What follows belongs to an exercise in optimizing a design on an open flow for small area, a short achievable clock period and few clock cycles per item; a production flow would make more cautious choices.
RTL that was checked went through simulation tests only; none was proved equivalent to the original.
Power and IR drop assume default switching activity.

// bit_chunk_lane_splitter_unit
module bit_chunk_lane_splitter_unit
(
   input  logic                  clock,
   input  logic                  reset,
   input  logic                  req_valid,
   output logic                  req_ready,
   input  logic                  req_action,
   input  logic [7:0]            req_data_byte,
   output logic                  rsp_valid,
   input  logic                  rsp_ready,
   output logic [3:0]            rsp_lane,
   output logic [7:0]            rsp_out_byte,
   output logic                  rsp_last,
   input  logic                  csr_we,
   input  logic [CSR_IDX_W-1:0]  csr_index,
   input  logic [CSR_DATA_W-1:0] csr_data
);
Size: ~260 flip-flops, ~47 I/O pins.
export LEC_CHECK = 0
export CAP_MARGIN = 20
export CORE_MARGIN = 2
export CORE_UTILIZATION = 65
export SLEW_MARGIN = 20
create_clock -name core_clock -period 6.5 [get_ports {clock}]
run.sh (not shown) runs the stock make flow with config.mk's settings and CLKGATE_MAP_FILE= SYNTH_SCRIPT=/design/flow/synth_recipe.tcl, a recipe that flattens the netlist after the stock synthesis.
Testbench counts at the start, summed over its fixed seeds: cycles 5,996, items 4,211.
==> next run, changes <==
Settings changed: CORE_UTILIZATION 65 to 40.
=> Area after synthesis stays the same. Hold slack is better by 0.011 ns. Fmax drops slightly. Count of clock-buffer cells in the layout climbs by 6. Worst setup slack is worse by 0.047 ns. Die area climbs by well over a third.

Another version of the RTL of bit_chunk_lane_splitter_unit (not shown whole).
For scale: about 280 flip-flops, ~19,000 um2 of cells after synthesis.
Settings: LEC_CHECK=0, ABC_AREA=1, CAP_MARGIN=20, CORE_MARGIN=2, CORE_UTILIZATION=40, SETUP_SLACK_MARGIN=3.0, SLEW_MARGIN=20; clock period 6.5 ns.
Testbench counts at the start, summed over its fixed seeds: cycles 5,766, items 4,211.
==> next run, changes <==
Settings changed: CTS_CLUSTER_DIAMETER set to 150, CTS_CLUSTER_SIZE set to 20.
Result: Utilization shrinks by 0.79 points; first-iteration DRC count grows by 4.6%; worst hold slack improved by 0.0058 ns; wire length grows by 0.85%; design area shrinks by 1.7%; global-route usage stays flat; sequential cell count is unchanged; worst setup slack got worse by 0.011 ns; power shrinks by 5.8%; sequential share of layout area grows by 0.58 points.
==> next run, changes <==
Settings changed: CTS_CLUSTER_SIZE 20 to 23, TNS_END_PERCENT set to 0.
Result:
- setup slack gains 0.014 ns
- combinational power falls by 3.8%
- area after synthesis does not change
==> next run, changes <==
Settings changed: CORE_UTILIZATION 40 to 55, CTS_CLUSTER_SIZE 23 to 22, TNS_END_PERCENT 0 to not set.
What happened: The new run completed without violations. Synthesized cell count does not change. Die area decreases by 27%. Final area increases by 1.2%. Clock-buffer cell count increases by 2. Sequential cell count stays the same. Routed wire length increases by 1.8%.
==> next run, changes <==
Settings changed: CORE_UTILIZATION 55 to 40, CTS_CLUSTER_SIZE 22 to 23, SETUP_SLACK_MARGIN 3.0 to 3.3, TNS_END_PERCENT set to 0.
Worst setup slack gains 0.060 ns.
Non-clock buffer count shrinks by 15.
Clock-buffer cell count shrinks by 2.
Register-to-register slack loses 0.02 ns.
Power shrinks by a few percent.
Area after synthesis stays the same.
Clock power hardly moves.
Hold slack is about the same.
Die area grows by well over a third.
Sequential power shrinks by a few percent.
==> next run, changes <==
Settings changed: CTS_CLUSTER_DIAMETER 150 to not set, CTS_CLUSTER_SIZE 23 to not set, SETUP_SLACK_MARGIN 3.3 to 2.7, TNS_END_PERCENT 0 to not set.
Result: Worst setup slack degrades by 0.066 ns. Final area climbs slightly. Count of clock-buffer cells in the layout climbs by 20. Critical path depth climbs by 2. First-iteration DRC count drops by a few percent. Final cell count climbs slightly. Clock skew drops by 0.011 ns. Synthesized area is unchanged. Power climbs by a little under a tenth. Wire length hardly moves.

nickel:
bit_chunk_lane_splitter_unit, a different RTL version from the one above (not shown whole).
For scale: roughly 19,000 µm² of cells after synthesis.
// bit_chunk_lane_splitter_unit
module bit_chunk_lane_splitter_unit
(
   input  logic                  clock,
   input  logic                  reset,
   input  logic                  req_valid,
   output logic                  req_ready,
   input  logic                  req_action,
   input  logic [7:0]            req_data_byte,
   output logic                  rsp_valid,
   input  logic                  rsp_ready,
   output logic [3:0]            rsp_lane,
   output logic [7:0]            rsp_out_byte,
   output logic                  rsp_last,
   input  logic                  csr_we,
   input  logic [CSR_IDX_W-1:0]  csr_index,
   input  logic [CSR_DATA_W-1:0] csr_data
);
==> flow/config.mk <==
export PLATFORM = sky130hd
export DESIGN_NAME = bit_chunk_lane_splitter_unit
export DESIGN_NICKNAME = bit_chunk_lane_splitter_unit
export VERILOG_FILES = /design/flow/design.v
export SDC_FILE = /design/flow/constraint.sdc
export NUM_CORES = 4
export LEC_CHECK = 0
export CAP_MARGIN = 20
export CORE_MARGIN = 2
export CORE_UTILIZATION = 40
export SETUP_SLACK_MARGIN = 2.0
export SLEW_MARGIN = 20
==> flow/constraint.sdc <==
create_clock -name core_clock -period 6.5 [get_ports {clock}]
set_input_delay 1.3000 -clock core_clock [delete_from_list [all_inputs] [get_ports {clock}]]
set_output_delay 1.3000 -clock core_clock [all_outputs]
set_load 0.01 [all_outputs]
Setup changes, nickel to garnet
- swapping 2.0 for 2.4 in SETUP_SLACK_MARGIN
- swapping 40 for 55 in CORE_UTILIZATION
### Flow results
Final critical delay including setup and external delays delta (garnet − nickel): favourable
garnet was carried through to the last stage, and its layout satisfied the timing, DRC and antenna checks.
Between nickel and garnet, the fraction of standard cell area that is sequential figures differ only marginally.
Met3 capacity usage during global routing (garnet over nickel): increase, 1.1 points
garnet against nickel; met1 routed wirelength after detailed routing is down by a few percent.
Setup changes, garnet to amber
- CORE_UTILIZATION now 40, was 55
[summary]
The core footprint of amber was inferior to that of garnet. Summary: with garnet as the reference, count of clock-buffer cells in the layout in amber moved down by a little under 10%. When the final numbers for garnet and amber were put side by side, the clock share of power turned out to be greater in amber. Worst vdd rail ir drop, amber vs garnet: down by more than 10%. Between garnet and amber, total met3 wirelength after detailed routing decreased. Worst setup slack after layout across garnet and amber: no real change. amber vs. garnet: relative slew slack rose by 3.4 points; total number of vias lower; register-to-register slack was more or less identical; final critical path time including I/O delays and setup roughly the same. Compared with garnet, amber instantiates a larger number of cells.
No run of this note included a check of the RTL's function; only the layout flow was run.

==> afterwards: timing with drivers on the ports <==
How much do the figures lean on ideal ports? The routed layouts below were timed once more, with nothing changed but the port constraints. Step 1 assumes that a clkbuf_16 drives the clock port and a buf_2 every other input. Step 2, shift: input delay + t, output delay - t, t = (earliest + latest rising clock arrival at the registers) / 2. This alone moves slack from input paths to output paths. a / b / c = ideal ports / drivers / drivers and shift; a / b = the first two.
run	shift t [ns]	setup slack, ns	latest minus earliest clock arrival (ns)	pins driven straight from the clock port
the first run of note 1	0.627	0.467 / 0.467 / 0.467	0.041 / 0.041	1
the second run of note 1	0.660	0.420 / 0.420 / 0.420	0.034 / 0.034	1
the first run of note 2	0.616	2.769 / 2.717 / 2.305	0.026 / 0.026	1
the second run of note 2	0.606	2.757 / 2.701 / 2.377	0.032 / 0.032	1
the third run of note 2	0.583	2.772 / 2.715 / 2.276	0.030 / 0.030	1
the fourth run of note 2	0.583	2.711 / 2.690 / 2.303	0.037 / 0.037	1
the fifth run of note 2	0.583	2.772 / 2.715 / 2.276	0.030 / 0.030	1
the sixth run of note 2	0.618	2.706 / 2.694 / 2.123	0.018 / 0.018	1
nickel	0.619	2.036 / 2.036 / 1.451	0.016 / 0.017	1
garnet	0.617	2.464 / 2.464 / 1.873	0.026 / 0.026	1
amber	0.604	2.466 / 2.433 / 1.893	0.026 / 0.026	1
After both steps every run listed still meets setup and hold. For garnet, which loses most, drivers alone change the setup slack by 0.000 ns; drivers and shift together by -0.591 ns.
